Background: an optimization exercise with open tools, aiming at small area, a short achievable clock period and few clock cycles per item. Do not read the settings as production practice.
Function was checked by simulation only, so behaviour that the tests miss may differ from the original.
Power is estimated from default activity; no workload was simulated.

==> flow/design.v (excerpt) <==
module event_timed_task_dispatch_table_core (
    input  wire logic        clk,
    input  wire logic        rst_n,
    input  wire logic        req_valid,
    output logic             req_ready,
    input  wire logic [1:0]  req_action,
    input  wire logic [7:0]  req_task_id,
    input  wire logic [7:0]  req_trigger_mask,
    input  wire logic        req_use_delay,
    input  wire logic [31:0] req_delay_ticks,
    input  wire logic [7:0]  req_handler_tag,
    input  wire logic [31:0] req_now_ticks,
    input  wire logic [7:0]  req_event_mask,
    output logic             rsp_valid,
    input  wire logic        rsp_ready,
    output logic [2:0]       rsp_status,
    output logic [3:0]       rsp_slot_index,
    output logic [7:0]       rsp_matched_id,
    output logic [7:0]       rsp_matched_handler,
    output logic             rsp_last_result,
    input  wire logic        cfg_we,
    input  wire logic [30:0] cfg_wdata
);
For scale: about 4200 cells after synthesis, about 1200 flip-flops.
make LEC_CHECK=0 ABC_CLOCK_PERIOD_IN_PS=3500 CAP_MARGIN=20 CORE_MARGIN=2 CORE_UTILIZATION=55 CTS_CLUSTER_DIAMETER=141 CTS_CLUSTER_SIZE=20 SETUP_SLACK_MARGIN=5.0 SLEW_MARGIN=20 finish   # period 8.5 ns
run.sh (not shown) runs the stock make flow with config.mk's settings and CLKGATE_MAP_FILE= SYNTH_SCRIPT=/design/flow/synth_recipe.tcl, a recipe that flattens the netlist after the stock synthesis.
Testbench counts at the start, summed over its fixed seeds: cycles 7,989, items 3,200.
Rerun with:
==> flow/flow/run.sh (new file) <==
#!/bin/bash
# The standard layout, with the port buffers that buffer_ports inserts made
# buf_2 cells instead of its default delay-buffer cells. Everything else,
# synthesis included, is the standard flow (standard.sh).
set -euo pipefail
export BUFFER_PORTS_ARGS="-buffer_cell sky130_fd_sc_hd__buf_2"
bash standard.sh > standard_flow.log 2>&1
==> flow/standard.sh (new file) <==
#!/bin/bash
# synth_recipe.tcl (not shown) runs the flow's synth.tcl, then flattens the netlist and writes it again
# the make line also repeats each setting of config.mk as NAME=value (left out here)
make -C /OpenROAD-flow-scripts/flow DESIGN_CONFIG=/design/flow/config.mk WORK_HOME=/design/flow/orfs CLKGATE_MAP_FILE= SYNTH_SCRIPT=/design/flow/synth_recipe.tcl "${@:-finish}"
removed: flow/run.sh
=>
- design area goes down by about 1.4%
- global-route usage came out higher by 0.14 points
- clock power is about the same
Rerun with:
==> flow/run.sh (new file) <==
#!/bin/bash
# synth_recipe.tcl (not shown) runs the flow's synth.tcl, then flattens the netlist and writes it again
# the make line also repeats each setting of config.mk as NAME=value (left out here)
make -C /OpenROAD-flow-scripts/flow DESIGN_CONFIG=/design/flow/config.mk WORK_HOME=/design/flow/orfs CLKGATE_MAP_FILE= SYNTH_SCRIPT=/design/flow/synth_recipe.tcl finish
- ABC_AREA: unset -> 1
- ABC_CLOCK_PERIOD_IN_PS: 3500 -> unset
removed: flow/flow/run.sh
removed: flow/standard.sh
What happened: Cell area rose by 1.8%; combinational power fell by 6.1%; die area rose by 3.6%; wire length rose by 5.2%; synthesized area rose by 3.7%; core utilization fell by 1.1 points; global-route usage rose by 0.80 points; total power fell by 3.4%; setup slack improves by 0.26 ns; non-clock buffer count fell by 105; count of clock-buffer cells in the layout rose by 3.
Rerun with:
==> flow/flow/run.sh (new file) <==
#!/bin/bash
set -euo pipefail
sed 's/SETUP_SLACK_MARGIN=5\.0 /SETUP_SLACK_MARGIN=5.5 /' standard.sh > standard_margin.sh
grep -q 'SETUP_SLACK_MARGIN=5.5 ' standard_margin.sh
bash standard_margin.sh > standard_flow.log 2>&1
==> flow/standard.sh (new file) <==
#!/bin/bash
# synth_recipe.tcl (not shown) runs the flow's synth.tcl, then flattens the netlist and writes it again
# the make line also repeats each setting of config.mk as NAME=value (left out here)
make -C /OpenROAD-flow-scripts/flow DESIGN_CONFIG=/design/flow/config.mk WORK_HOME=/design/flow/orfs CLKGATE_MAP_FILE= SYNTH_SCRIPT=/design/flow/synth_recipe.tcl "${@:-finish}"
removed: flow/run.sh
After rerunning:
- first-iteration DRC count hardly moves
- area after synthesis stays the same
- routed wire length is higher by about 2%
- sequential share of layout area is lower by 1.6 points
- die area is unchanged
- total power is higher by about 1.8%
- clock power is higher by about 2%
- final area is higher by about 3%
- sequential cell count does not change
- core utilization is higher by 1.8 points
- cell count is higher by about 1.5%
Rerun with:
==> flow/flow/run.sh (replaced) <==
#!/bin/bash
set -euo pipefail
sed 's/SETUP_SLACK_MARGIN=5\.0 /SETUP_SLACK_MARGIN=5.25 /' standard.sh > standard_margin.sh
grep -q 'SETUP_SLACK_MARGIN=5.25 ' standard_margin.sh
bash standard_margin.sh > standard_flow.log 2>&1
Outcome: The new run finished clean; cell area came out lower by 2.1%; first-iteration DRC count came out lower by 2.3%; clock power is about the same; via count came out lower by 1.2%; die area does not change; global-route usage came out lower by 0.53 points; final cell count came out lower by 0.91%; setup slack gets worse by 0.023 ns.

-- re-timing with driven ports --
The results above use ideal ports. As a check the final layouts listed here were re-extracted and re-timed, cells and wires unchanged.
Step 1, drivers: a clkbuf_16 drives clk and a buf_2 each remaining input, both assumed.
Step 2 times the ports against the registers' clock, not the clock port: input delays grow and output delays shrink by t, the midpoint of the rising clock arrivals with the driver on.
Slacks: ideal / step 1 / step 2; pairs: ideal / step 1.
| run | t, ns | setup WS [ns] | worst hold slack (ns) |
|---|---|---|---|
| the first run | 0.730 | 4.952 / 4.952 / 4.270 | 0.425 / 0.425 / 0.425 |
| the second run | 0.727 | 4.812 / 4.852 / 4.125 | 0.431 / 0.431 / 0.431 |
| the third run | 0.728 | 5.075 / 5.094 / 4.397 | 0.429 / 0.429 / 0.429 |
| the fourth run | 0.736 | 5.330 / 5.250 / 4.697 | 0.425 / 0.425 / 0.425 |
| the fifth run | 0.745 | 5.307 / 5.230 / 4.636 | 0.440 / 0.440 / 0.440 |
After both steps setup and hold are still met in every run listed. The setup slack of the second run, which loses most, moves by +0.040 ns with the drivers and by -0.687 ns with both steps.
